From an optimization exercise on the open Yosys and OpenROAD flow, aimed at a short achievable clock period and few clock cycles; shortcuts taken in it are not production practice. The RTL was checked by simulation tests, not by an equivalence proof against the original design. Power is estimated from default activity; no workload was simulated.

File: design.v
package mipsPkg;
	typedef enum logic [5:0] {
		opRType = 6'h00,
		opJ     = 6'h02,
		opBeq   = 6'h04,
		opAddi  = 6'h08,
		opLw    = 6'h23,
		opSw    = 6'h2b
	} opcodeT;
	typedef enum logic [5:0] {
		fnAdd = 6'h20,
		fnSub = 6'h22,
		fnAnd = 6'h24,
		fnOr  = 6'h25,
		fnSlt = 6'h2a
	} functT;
	typedef enum logic [2:0] {aluAdd, aluSub, aluAnd, aluOr, aluSlt} aluOpT;
	typedef enum logic [1:0] {pcSequential, pcJump, pcBranch} pcSelT;
	typedef enum logic [1:0] {fwdRegister, fwdMemory, fwdWriteback} fwdSelT;
	typedef logic [31:0] wordT;
	typedef logic [4:0]  regAddrT;
	localparam int   regCount   = 32;
	localparam int   immBits    = 16;
	localparam int   targetBits = 26;
	localparam wordT instrBytes = 32'd4;
	localparam wordT nopInstr   = 32'h0000_0000;
endpackage
`timescale 1ns/1ps
module pipelineCpu
(
	input  logic        CLK,
	input  logic        reset,
	input  logic [31:0] startPc,
	output logic [31:0] instrAddr,
	input  logic [31:0] instr,
	output logic        wbEn,
	output logic [4:0]  wbReg,
	output logic [31:0] wbData
);
	logic [31:0] pc, pc4, nextPc;
	logic        xRedirect;
	logic [31:0] xTarget;
	logic [5:0]  dOp, dFn;
	logic [4:0]  dRs, dRt, dRd, dDest;
	logic        dRType, dAluR, dAddi, dLw, dSw, dBeq, dJ, dWrites, dUseImm, dPredT;
	logic [31:0] dImm, dBrTarget, dJumpTarget, dReadA, dReadB;
	logic [4:0]  dAluSel;  
	logic        dLdHaz;
	logic [7:0]  dAddrByte;
	logic        xValid, xWrites;
	logic [4:0]  xDest;
	assign instrAddr = pc;
	assign pc4       = pc + 32'd4;
	assign dOp = instr[31:26];
	assign dFn = instr[5:0];
	assign dRs = instr[25:21];
	assign dRt = instr[20:16];
	assign dRd = instr[15:11];
	assign dRType  = (dOp == 6'h00);
	assign dAddi   = (dOp == 6'h08);
	assign dLw     = (dOp == 6'h23);
	assign dSw     = (dOp == 6'h2b);
	assign dBeq    = (dOp == 6'h04);
	assign dJ      = (dOp == 6'h02);
	assign dAluSel = {dRType && dFn == 6'h2a, dRType && dFn == 6'h25, dRType && dFn == 6'h24,
		dRType && dFn == 6'h22, (dRType && dFn == 6'h20) || dAddi || dLw || dSw};
	assign dAluR   = dRType && (|dAluSel[4:1] || dFn == 6'h20);
	assign dWrites = dAluR || dAddi || dLw;
	assign dUseImm = dAddi || dLw || dSw;
	assign dDest   = dRType ? dRd : dRt;
	assign dImm    = {{16{instr[15]}}, instr[15:0]};
	assign dBrTarget   = pc4 + {dImm[29:0], 2'b00};
	assign dJumpTarget = {pc4[31:28], instr[25:0], 2'b00};
	logic [1:0] bht [64];
	logic [5:0] xBhtIdx;
	assign dPredT      = dBeq && ((dRs == dRt) || instr[15] || bht[pc[7:2]][1]);
	always_comb begin
		if (xRedirect)
			nextPc = xTarget;
		else if (dLdHaz)
			nextPc = pc;
		else if (dJ)
			nextPc = dJumpTarget;
		else if (dPredT)
			nextPc = dBrTarget;
		else
			nextPc = pc4;
	end
	always_ff @(posedge CLK) begin
		if (reset)
			pc <= startPc;
		else
			pc <= nextPc;
	end
	logic [31:0] regs [32];
	logic        wWrite;
	assign wWrite = wbEn && (wbReg != 5'd0);
	assign dReadA = (wWrite && wbReg == dRs) ? wbData : regs[dRs];
	assign dReadB = (wWrite && wbReg == dRt) ? wbData : regs[dRt];
	assign dAddrByte = dReadA[7:0] + instr[7:0];
	assign dLdHaz    = dLw && xValid && xWrites && (xDest == dRs) && (dRs != 5'd0);
	always_ff @(posedge CLK) begin
		if (reset) begin
			for (int i = 0; i < 32; i++)
				regs[i] <= '0;
		end else if (wWrite) begin
			regs[wbReg] <= wbData;
		end
	end
	logic        xLw, xSw, xBeq, xPredT, xFwdA, xFwdB, xFwdS;
	logic [4:0]  xAluSel;
	logic [5:0]  xPreAddr;
	logic [31:0] xA, xB, xS, xImm, xBrTarget, xPc4;
	always_ff @(posedge CLK) begin
		xValid    <= !reset && !xRedirect && !dJ && !dLdHaz;
		xWrites   <= dWrites;
		xLw       <= dLw;
		xSw       <= dSw;
		xBeq      <= dBeq;
		xPredT    <= dPredT;
		xAluSel   <= dAluSel;
		xDest     <= dDest;
		xA        <= dReadA;
		xB        <= dUseImm ? dImm : dReadB;
		xS        <= dReadB;
		xImm      <= dImm;
		xPreAddr  <= dAddrByte[7:2];
		xBrTarget <= dBrTarget;
		xPc4      <= pc4;
		xBhtIdx   <= pc[7:2];
		xFwdA     <= xValid && xWrites && (xDest == dRs) && (dRs != 5'd0);
		xFwdB     <= xValid && xWrites && (xDest == dRt) && (dRt != 5'd0) && !dUseImm;
		xFwdS     <= xValid && xWrites && (xDest == dRt) && (dRt != 5'd0);
	end
	logic [31:0] opA, opB, opS, sum, diff, aluRes, ldData, xResult;
	logic        slt, eq;
	logic [7:0]  stAddrByte;
	logic [5:0]  stAddr;
	logic [31:0] dmem [64];
	assign opA  = xFwdA ? wbData : xA;
	assign opB  = xFwdB ? wbData : xB;
	assign opS  = xFwdS ? wbData : xS;
	assign sum  = opA + opB;
	assign diff = opA - opB;
	assign slt  = $signed(opA) < $signed(opB);
	assign eq   = (opA == opB);
	always_comb begin
		aluRes = '0;
		if (xAluSel[0]) aluRes = aluRes | sum;
		if (xAluSel[1]) aluRes = aluRes | diff;
		if (xAluSel[2]) aluRes = aluRes | (opA & opB);
		if (xAluSel[3]) aluRes = aluRes | (opA | opB);
		if (xAluSel[4]) aluRes = aluRes | {31'd0, slt};
	end
	assign stAddrByte = wbData[7:0] + xImm[7:0];
	assign stAddr     = xFwdA ? stAddrByte[7:2] : xPreAddr;
	assign ldData     = dmem[xPreAddr];
	assign xResult  = xLw ? ldData : aluRes;
	always_ff @(posedge CLK) begin
		if (!reset && xValid && xSw)
			dmem[stAddr] <= opS;
	end
	assign xRedirect = xValid && xBeq && (eq != xPredT);
	always_ff @(posedge CLK) begin
		if (reset) begin
			for (int i = 0; i < 64; i++)
				bht[i] <= 2'b01;
		end else if (xValid && xBeq) begin
			if (eq && bht[xBhtIdx] != 2'b11)
				bht[xBhtIdx] <= bht[xBhtIdx] + 2'd1;
			else if (!eq && bht[xBhtIdx] != 2'b00)
				bht[xBhtIdx] <= bht[xBhtIdx] - 2'd1;
		end
	end
	assign xTarget   = eq ? xBrTarget : xPc4;
	always_ff @(posedge CLK) begin
		wbEn   <= !reset && xValid && xWrites;
		wbReg  <= xDest;
		wbData <= xResult;
	end
endmodule
File: run.sh
#!/bin/bash
# synth_recipe.tcl (not shown) runs the flow's synth.tcl, then flattens the netlist and writes it again
# the make line also repeats each setting of config.mk as NAME=value (left out here)
make -C /OpenROAD-flow-scripts/flow DESIGN_CONFIG=/design/flow/config.mk WORK_HOME=/design/flow/orfs CLKGATE_MAP_FILE= SYNTH_SCRIPT=/design/flow/synth_recipe.tcl finish
File: config.mk
export PLATFORM = sky130hd
export DESIGN_NAME = pipelineCpu
export DESIGN_NICKNAME = pipelineCpu
export VERILOG_FILES = /design/flow/design.v
export SDC_FILE = /design/flow/constraint.sdc
export NUM_CORES = 4
export LEC_CHECK = 0
export ABC_CLOCK_PERIOD_IN_PS = 2500
export CAP_MARGIN = 20
export CORE_MARGIN = 2
export CORE_UTILIZATION = 40
export SETUP_SLACK_MARGIN = 5
export SLEW_MARGIN = 20
File: constraint.sdc
create_clock -name core_clock -period 8.0 [get_ports {CLK}]
set_input_delay 1.6000 -clock core_clock [delete_from_list [all_inputs] [get_ports {CLK}]]
set_output_delay 1.6000 -clock core_clock [all_outputs]
set_load 0.01 [all_outputs]
==> flow_summary.ini, run 1 <==
[status]
status = finished clean

[clocking]
clk_latency_ps = 1020
h-tree-depth = 5
clk_pin_slew_ps = 60
cts_buffer_depth = 4
cts_root_buf = clkbuf_16
cts_buffers = 361
clock_sinks = 3473
cts_hold_buf = 0
cts_tree = done

[floorplanning]
die_x_um = 628
io_pins = 136
start_util = 0.401
dieHeight_um = 628
rows = 229
core_area_um2 = 389000
dieArea_um2 = 394000

[yosys]
synth-compound-area-share = 0.0273
synth_area_per_cell_um2 = 17.8
synth_top_cells_by_area = edfxtp_1 62%, mux4_2 20%, and2_1 4.0%
ys_types = 83
yosysWarnings = 1
synth_seq_area_share = 0.654
synth-xor-area-share = 0.00534
ys_seq_elements = 3473
synth_ff_type = edfxtp_1
synthAdderAreaFrac = 0.0119
synth_mux_area_frac = 0.213
synth_top_family_by_area = multiplexers
syn-cell-area_um2 = 156000
netlist_instances = 8743
synthSimpleGateAreaFrac = 0.0665
synth_edf_count = 3232
synth.top_cell.area_share = 0.623
synth_top_cell_by_area = edfxtp_1
ys_async_sr_fraction = 0

[worst_setup_path]
cp.required_ps = 8690
slowest_delay_ps = 620
worst_ep_arrival_time_ps = 4900
timing.rr.end = pc[31]
critPathBufInv = 2
cp_cell_sequence = and3_4 > nand3_4 > or4_4 > buf_4 > nor4_1 > xor2_1 > buf_4 > ha_1 > and4_1 > a31oi_4 > o211ai_1 > a21oi_1 > xnor2_1 > o31a_1
critical-path-top-delay-family = simple AND/OR/NAND/NOR gates
reg2reg_from = pc[3]
cp-end-kind = flop
cp_max_fo = 7
rr_worst_depth = 14
slowest_stage = or4_4
critPathKind = reg2reg
crit_top_cell = buf_4
regToRegSetupSlack_ps = 3790
crit_path_start_kind = flop

[worst_hold_path]
holdPathStages = 0
min_from = xDest[0]
min_path_type = reg2reg
hold_end = wbReg[0]

[finish]
layout-drive-gt1-share = 0.423
area_growth_pct = 30.8
final_cells = 15500
fin_area_um2 = 204000
num-nets-final = 10200

[sta]
finalClockSkew_ps = 95.8
post-route-period-util = 0.526
max_freq_mhz = 238
period_needed_ps = 4210
setup_tns_ps = 0
relSlewSlack = 0.230
maxSlewViolCount = 0
hold_violations = 0
postLayoutSetupSlackWorst_ps = 3790
worstMarginPinSlew_ps = 1150
setup_viol = 0
rsz0062_at_grt = true

[power]
power_mw = 50.7
p_leak_nw = 69.2
powerDensity_nw_per_um2 = 249
ir_worst_vdd_v = 0.000190

[drt]
drtAntennaViolNets = 0
first_iter_violations = 14500
routed_via_density = 6.36
drc = 0
routedWlPerCell_um = 39.1
wl_um = 606000
dr.pass1.iters = 5
vias = 98400

[global_routing]
antenna_found_initial = 40
grt_pass1_vias = 95800
grt_overflow = 0
grt_pass1_wl_um = 792000
track_usage = 0.289
grt_max_degree = 129

[placement]
port_buffers = 135
placed_area_um2 = 166000
pre_cts_ws_ps = 2320
dp.cells = 13600
dp_hpwl_um = 275000
gp_congestion = 0.858

[job]
cap_viol_max_count = 0
## cells in the final DEF, fill, tap and decap left out, types with 77 or more instances in the layout
cell type  instances
a21oi_1           95
and2_1           998
buf_12           294
buf_16           292
buf_4            447
buf_6            265
buf_8            101
clkbuf_16        425
clkinv_1          77
dfxtp_1          191
edfxtp_1        3232
ha_1              87
inv_1            123
mux2i_1          111
mux4_2          1351
nand2_1          168
nor2_1           166
nor2_4           118
## report_power, final
part | switching (mW) | internal [mW]
Clock | 7.44 | 9.78
Sequential | 0.467 | 20.6
Combinational | 6.90 | 5.53
Total | 14.8 | 35.9
## flip-flops by register name, indices dropped and copies added (netlist names), 5 cells and up, named ones only
register	count
bht	128
dmem	2048
pc	32
regs	1024
wbData	32
wbReg	5
xA	32
xAluSel	5
xB	32
xBhtIdx	6
xBrTarget	30
xDest	5
xImm	8
xPc4	32
xPreAddr	6
xS	32
## cell usage after synthesis (all sizes together) (14+ instances only)
cell,number
and3,18
inv,136
o21bai,15
and2,1001
mux2i,196
a211oi,21
nand2b,16
nor2,305
o31ai,66
a21oi,152
mux4,1351
nor2b,25
o22ai,16
a31oi,24
nor3,50
edfxtp,3232
nand3,104
a21o,38
xor2,33
clkbuf,551
xnor2,62
nor4,82
nand2,196
o21ai,180
a221oi,14
dfxtp,241
nand4,14
ha,143
mux2,77
buf,185
## logic make-up (layout without fill, tap and decap cells)
kind of cell             count (synthesis)  count (layout)
AO/OA/AOI/OAI                          659             659
XOR/XNOR                                95              95
AND/OR/NAND/NOR                       1872            1880
other                                    1              49
flip-flops                            3473            3473
adder cells (fa/ha/maj)                146             146
buffers and inverters                  873            2358
multiplexers                          1624            1626
## cell type report
class | count | area [µm²]
inverters | 137 | 549
multi-input cells | 4438 | 58100
clock inverters | 208 | 2090
diodes | 17 | 42.5
fillers | 29900 | 185000
flip-flops and latches | 3473 | 102000
well taps | 5197 | 6500
repair buffers | 1557 | 24700
clock buffers | 456 | 9690
## worst max path at each step
| stage | from | endpoint | slack, ps | cells past startpoint |
|---|---|---|---|---|
| floorplan | instr[21] | xPreAddr[5] | 3260 | 16 |
| global placement | instr[21] | xPreAddr[3] | 2230 | 12 |
| detailed placement | instr[21] | xPreAddr[5] | 2320 | 12 |
| CTS | pc[3] | pc[30] | 3850 | 15 |
| global route | pc[3] | pc[30] | 3650 | 19 |
| finish | pc[3] | pc[31] | 3790 | 14 |
## routing by layer
layer / track usage / wire length (µm) / up-vias
li1: - / - / 37800
met1: 0.360 / 207000 / 51800
met2: 0.465 / 286000 / 7024
met3: 0.0604 / 63800 / 1836
met4: 0.175 / 48400 / 14
met5: 0 / 97 / -
## stage by stage
stage                     hold WS (ps)   util
after CTS                          377  0.508
final                              380  0.524
after floorplan                    349      -
after global placement             368  0.428
after global routing               389  0.524
after detailed placement           362  0.428
## worst reg2reg max path: cells and delay by family (launching register included)
family	cells	cell delay, ps
AND/OR/NAND/NOR	5	1620
AO/OA/AOI/OAI	4	780
flip-flops	1	460
adder cells (fa/ha/maj)	1	460
buffers and inverters	2	360
XOR/XNOR	2	270
## timing repair
item	4_1_cts	5_1_grt
gates resized for setup	1900	467
buffers inserted	601	245
setup endpoints to repair	3968	2807
pin swaps	226	218
gates cloned	261	63
Testbench counts, summed over its fixed seeds: cycles 21,874.
==> run 2, diff against run 1 <==
--- a/design.v
+++ b/design.v
@@ -39,5 +39,5 @@
 );
-	logic [31:0] pc, pc4, nextPc;
+	logic [31:0] pc, pc4, nextPc, seqPc;
 	logic        xRedirect;
-	logic [31:0] xTarget;
+	logic [31:0] xAltPc;
 	logic [5:0]  dOp, dFn;
@@ -71,3 +71,16 @@
 	assign dImm    = {{16{instr[15]}}, instr[15:0]};
-	assign dBrTarget   = pc4 + {dImm[29:0], 2'b00};
+	logic [16:0] brLow;
+	logic [13:0] pcHi, pcHiInc, pcHiDec, brHi;
+	prefixAdd #(.W(16), .L(4)) brLowAdd_i (
+		.a(pc[17:2]), .b(instr[15:0]), .cin(1'b1), .sum(brLow[15:0]), .cout(brLow[16])
+	);
+	assign pcHi    = pc[31:18];
+	assign pcHiInc = pcHi + 14'd1;
+	assign pcHiDec = pcHi - 14'd1;
+	logic brInc, brDec, brSame;
+	assign brInc  = !instr[15] && brLow[16];
+	assign brDec  = instr[15] && !brLow[16];
+	assign brSame = instr[15] == brLow[16];
+	assign brHi   = ({14{brInc}} & pcHiInc) | ({14{brDec}} & pcHiDec) | ({14{brSame}} & pcHi);
+	assign dBrTarget   = {brHi, brLow[15:0], 2'b00};
 	assign dJumpTarget = {pc4[31:28], instr[25:0], 2'b00};
@@ -75,15 +88,16 @@
 	logic [5:0] xBhtIdx;
-	assign dPredT      = dBeq && ((dRs == dRt) || instr[15] || bht[pc[7:2]][1]);
+	logic [1:0] dBhtVal, xBhtVal;
+	assign dBhtVal = bht[pc[7:2]];
+	assign dPredT  = dBeq && ((dRs == dRt) || instr[15] || dBhtVal[1]);
 	always_comb begin
-		if (xRedirect)
-			nextPc = xTarget;
-		else if (dLdHaz)
-			nextPc = pc;
+		if (dLdHaz)
+			seqPc = pc;
 		else if (dJ)
-			nextPc = dJumpTarget;
+			seqPc = dJumpTarget;
 		else if (dPredT)
-			nextPc = dBrTarget;
+			seqPc = dBrTarget;
 		else
-			nextPc = pc4;
-	end
+			seqPc = pc4;
+	end
+	assign nextPc = xRedirect ? xAltPc : seqPc;
 	always_ff @(posedge CLK) begin
@@ -109,8 +123,11 @@
 	end
-	logic        xLw, xSw, xBeq, xPredT, xFwdA, xFwdB, xFwdS;
+	logic        xLw, xSw, xBeqV, xPredT, xFwdA, xFwdB, xFwdS;
 	logic [4:0]  xAluSel;
 	logic [5:0]  xPreAddr;
-	logic [31:0] xA, xB, xS, xImm, xBrTarget, xPc4;
-	always_ff @(posedge CLK) begin
-		xValid    <= !reset && !xRedirect && !dJ && !dLdHaz;
+	logic [31:0] xA, xB, xS, xImm;
+	logic        dIssue;
+	assign dIssue = !xRedirect && !dJ && !dLdHaz;
+	always_ff @(posedge CLK) begin
+		xValid    <= !reset && dIssue;
+		xBeqV     <= !reset && dIssue && dBeq;
 		xWrites   <= dWrites;
@@ -118,3 +135,2 @@
 		xSw       <= dSw;
-		xBeq      <= dBeq;
 		xPredT    <= dPredT;
@@ -127,5 +143,5 @@
 		xPreAddr  <= dAddrByte[7:2];
-		xBrTarget <= dBrTarget;
-		xPc4      <= pc4;
+		xAltPc    <= dPredT ? pc4 : dBrTarget;
 		xBhtIdx   <= pc[7:2];
+		xBhtVal   <= dBhtVal;
 		xFwdA     <= xValid && xWrites && (xDest == dRs) && (dRs != 5'd0);
@@ -135,3 +151,3 @@
 	logic [31:0] opA, opB, opS, sum, diff, aluRes, ldData, xResult;
-	logic        slt, eq;
+	logic        slt, eq, eqRR, eqWR, eqRW;
 	logic [7:0]  stAddrByte;
@@ -145,3 +161,2 @@
 	assign slt  = $signed(opA) < $signed(opB);
-	assign eq   = (opA == opB);
 	always_comb begin
@@ -157,3 +172,3 @@
 	assign ldData     = dmem[xPreAddr];
-	assign xResult  = xLw ? ldData : aluRes;
+	assign xResult    = xLw ? ldData : aluRes;
 	always_ff @(posedge CLK) begin
@@ -162,3 +177,14 @@
 	end
-	assign xRedirect = xValid && xBeq && (eq != xPredT);
+	assign eqRR = (xA == xB);
+	assign eqWR = (wbData == xB);
+	assign eqRW = (xA == wbData);
+	always_comb begin
+		case ({xFwdA, xFwdB})
+			2'b00:   eq = eqRR;
+			2'b10:   eq = eqWR;
+			2'b01:   eq = eqRW;
+			default: eq = 1'b1;
+		endcase
+	end
+	assign xRedirect = xBeqV && (eq != xPredT);
 	always_ff @(posedge CLK) begin
@@ -167,10 +193,9 @@
 				bht[i] <= 2'b01;
-		end else if (xValid && xBeq) begin
-			if (eq && bht[xBhtIdx] != 2'b11)
-				bht[xBhtIdx] <= bht[xBhtIdx] + 2'd1;
-			else if (!eq && bht[xBhtIdx] != 2'b00)
-				bht[xBhtIdx] <= bht[xBhtIdx] - 2'd1;
+		end else if (xBeqV) begin
+			if (eq)
+				bht[xBhtIdx] <= (xBhtVal == 2'b11) ? 2'b11 : xBhtVal + 2'd1;
+			else
+				bht[xBhtIdx] <= (xBhtVal == 2'b00) ? 2'b00 : xBhtVal - 2'd1;
 		end
 	end
-	assign xTarget   = eq ? xBrTarget : xPc4;
 	always_ff @(posedge CLK) begin
@@ -181 +206,35 @@
 endmodule
+module prefixAdd
+#(
+	parameter int W = 32,
+	parameter int L = 5    
+) (
+	input  logic [W-1:0] a,
+	input  logic [W-1:0] b,
+	input  logic         cin,
+	output logic [W-1:0] sum,
+	output logic         cout
+);
+	logic [W-1:0] g [L+1];
+	logic [W-1:0] p [L+1];
+	logic [W:0]   c;
+	assign g[0] = a & b;
+	assign p[0] = a ^ b;
+	for (genvar l = 0; l < L; l++) begin : level
+		for (genvar i = 0; i < W; i++) begin : bit_
+			if (i >= (1 << l)) begin : merge
+				assign g[l+1][i] = g[l][i] | (p[l][i] & g[l][i - (1 << l)]);
+				assign p[l+1][i] = p[l][i] & p[l][i - (1 << l)];
+			end else begin : pass
+				assign g[l+1][i] = g[l][i];
+				assign p[l+1][i] = p[l][i];
+			end
+		end
+	end
+	assign c[0] = cin;
+	for (genvar i = 1; i <= W; i++) begin : carry
+		assign c[i] = g[L][i-1] | (p[L][i-1] & cin);
+	end
+	assign sum  = p[0] ^ c[W-1:0];
+	assign cout = c[W];
+endmodule
==> run 2 against run 1 <==
Against the previous run: via count about the same; total power shrank 3.4%; global-route usage rose by 0.20 points; die area is 0.40% lower; sequential share of layout area about the same; final cell count grew 1.3%; cell area decreased by 0.60%; non-clock buffer count is 50 higher.
==> flow_summary.ini, run 2 <==
[finish]
reg_top3 = dmem (2048), regs (1024), bht (128)
area_growth_pct = 30.5
mostFrequentLayoutCells = 3232 x edfxtp_1, 1272 x mux4_2, 998 x and2_1
final_cells = 15700
largest_reg_flops = 2048
layout-drive-gt1-share = 0.403
num-nets-final = 10400
mostFrequentLayoutCell = edfxtp_1
top_register = dmem

[status]
status = finished clean

[placement]
port_buffers = 135
gp_congestion = 0.878
dp.cells = 13800
dp_hpwl_um = 279000
pre_cts_ws_ps = 1720

[drt]
routedWlPerCell_um = 37.8
first_iter_violations = 14800
drc = 0
drtAntennaViolNets = 0
routed_via_density = 6.28
wl_um = 593000
dr.pass1.iters = 6
vias = 98500

[global_routing]
grt_pass1_vias = 96400
grt_max_degree = 95
antenna_found_initial = 40
track_usage = 0.291
grt_overflow = 0
grt_pass1_wl_um = 793000

[yosys]
ys_seq_elements = 3445
synth_top_cells_by_area = edfxtp_1 63%, mux4_2 18%, and2_1 4.0%
netlist_instances = 8921
synth_most_common_cell = edfxtp_1
ys_async_sr_fraction = 0
synth_ff_type = edfxtp_1
netlist_top_cells_count = 3232 x edfxtp_1, 1272 x mux4_2, 1003 x and2_1
synth.top_cell.area_share = 0.625
synth_top_cell_by_area = edfxtp_1
synth_seq_area_share = 0.653
ys_types = 73
syn-cell-area_um2 = 155000
synth_area_per_cell_um2 = 17.4
yosysWarnings = 4
synth_edf_count = 3232

[floorplanning]
dieArea_um2 = 393000
rows = 228
io_pins = 136
die_x_um = 627
core_area_um2 = 386000
start_util = 0.402
dieHeight_um = 627

[sta]
period_needed_ps = 4110
post-route-period-util = 0.514
finalClockSkew_ps = 85.8
setup_viol = 0
relSlewSlack = 0.194
hold_violations = 0
max_freq_mhz = 243
setup_tns_ps = 0
postLayoutSetupSlackWorst_ps = 3890
maxSlewViolCount = 0
rsz0062_at_grt = true
worstMarginPinSlew_ps = 1200

[worst_setup_path]
cp_cell_sequence = buf_8 > ha_4 > a21o_1 > a221o_1 > a21o_1 > a41o_1 > o211a_1 > o21a_1 > o21ai_2 > nand2b_4 > ha_4 > buf_12 > a221oi_2 > a21o_1 > o221ai_2 > mux2i_1 > o21ai_1
slowest_stage = a221o_1
cp_max_fo = 5
cp.required_ps = 8650
crit_top_cell = a21o_1
crit_path_start_kind = primary input
critPathBufInv = 2
critical-path-top-delay-family = compound AO/OA/AOI/OAI gates
critPathKind = in2reg
worst_ep_arrival_time_ps = 4760
slowest_delay_ps = 310
cp-end-kind = flop

[clocking]
cts_buffer_depth = 4
clock_sinks = 3445
cts_buffers = 356
cts_tree = done
cts_root_buf = clkbuf_16
clk_latency_ps = 1010
h-tree-depth = 5
clk_pin_slew_ps = 60

[power]
p_leak_nw = 69.6
ir_worst_vdd_v = 0.000180
powerDensity_nw_per_um2 = 242

[worst_hold_path]
min_path_type = reg2reg

[job]
cap_viol_max_count = 0
run 2: area by class of cell:
class	count	area [µm²]
clock inverters	180	1570
repair inverters	4	76.3
multi-input cells	4633	56400
fillers	29600	183000
clock buffers	470	9750
flip-flops and latches	3445	101000
well taps	5175	6470
inverters	150	626
diodes	13	32.5
repair buffers	1607	26000
run 2: metal layers:
metal	GRT usage	up-vias	wire length, µm
met5	0	-	90
met4	0.170	14	45100
met3	0.0601	1566	62700
met2	0.469	6987	282000
met1	0.364	51700	204000
li1	-	38300	-
run 2: power breakdown:
group          switching, mW  internal (mW)
logic                   6.35           5.26
registers              0.407           20.4
clock network           7.27           9.32
total                   14.0           35.0
run 2: final timing paths:
kind            start  slack [ps]  depth (start not counted)       end
min reg2reg  xDest[3]         490                          0  wbReg[3]
max          instr[6]        3890                         17    pc[23]
max reg2reg      flop        3910                         13      flop
min          xDest[3]         490                          0  wbReg[3]
run 2: repair_timing:
action | CTS | global route
gates resized for setup | 2060 | 347
setup buffers | 696 | 173
gates cloned | 309 | 48
hold buffers | 0 | 0
hold endpoints to repair | 0 | 0
endpoints found under the setup margin | 4334 | 2926
pin swaps | 227 | 182
run 2: kinds of logic after synthesis:
| family | after synthesis | synth area share |
|---|---|---|
| other | 1 | 0.0000242 |
| AO/OA/AOI/OAI | 690 | 0.0295 |
| AND/OR/NAND/NOR | 1987 | 0.0683 |
| adder cells (fa/ha/maj) | 134 | 0.0109 |
| flip-flops | 3445 | 0.653 |
| multiplexers | 1619 | 0.208 |
| XOR/XNOR | 159 | 0.00897 |
| buffers and inverters | 886 | 0.0217 |
run 2: per-stage QoR:
stage | total power [mW] | hold slack (ps) | utilization | area [µm²]
detailed placement | 29.6 | 502 | 0.426 | 165000
finish | 49.0 | 493 | 0.525 | 203000
floorplan | 26.5 | 375 | - | 158000
global placement | 29.5 | 504 | 0.426 | 164000
CTS | 48.4 | 494 | 0.513 | 198000
global route | 50.1 | 469 | 0.525 | 202000
Testbench counts of run 2, summed over its fixed seeds: cycles 21,874.

## separate check: timing with driven ports
The flow's constraints put no driver on any port. The routed layouts listed below were extracted and timed again, unchanged, in two steps.
Step 1 (the two cells are an assumption about what drives the block):
set clk [get_ports {CLK}]
set_driving_cell -lib_cell sky130_fd_sc_hd__clkbuf_16 $clk
set_driving_cell -lib_cell sky130_fd_sc_hd__buf_2 [delete_from_list [all_inputs] $clk]
Step 2 moves the port delays by t, midway between the first and last clock arrival at a register: inputs arrive t later, outputs are due t later. That takes back most of the time a late clock gives input paths.
Three values: no drivers, after step 1, after step 2; two values: the first two.
run | t (ns) | slack for setup (ns) | slew at the worst register clock pin (ns) | cell pins on the clock port's net
run 1 | 1.076 | 3.791 / 3.780 / 2.704 | 0.08 / 0.08 | 1
run 2 | 1.082 | 3.889 / 3.825 / 2.743 | 0.08 / 0.08 | 1
After both steps every run listed still meets setup and hold. For run 2, which loses most, drivers alone change the setup slack by -0.064 ns; drivers and shift together by -1.146 ns.
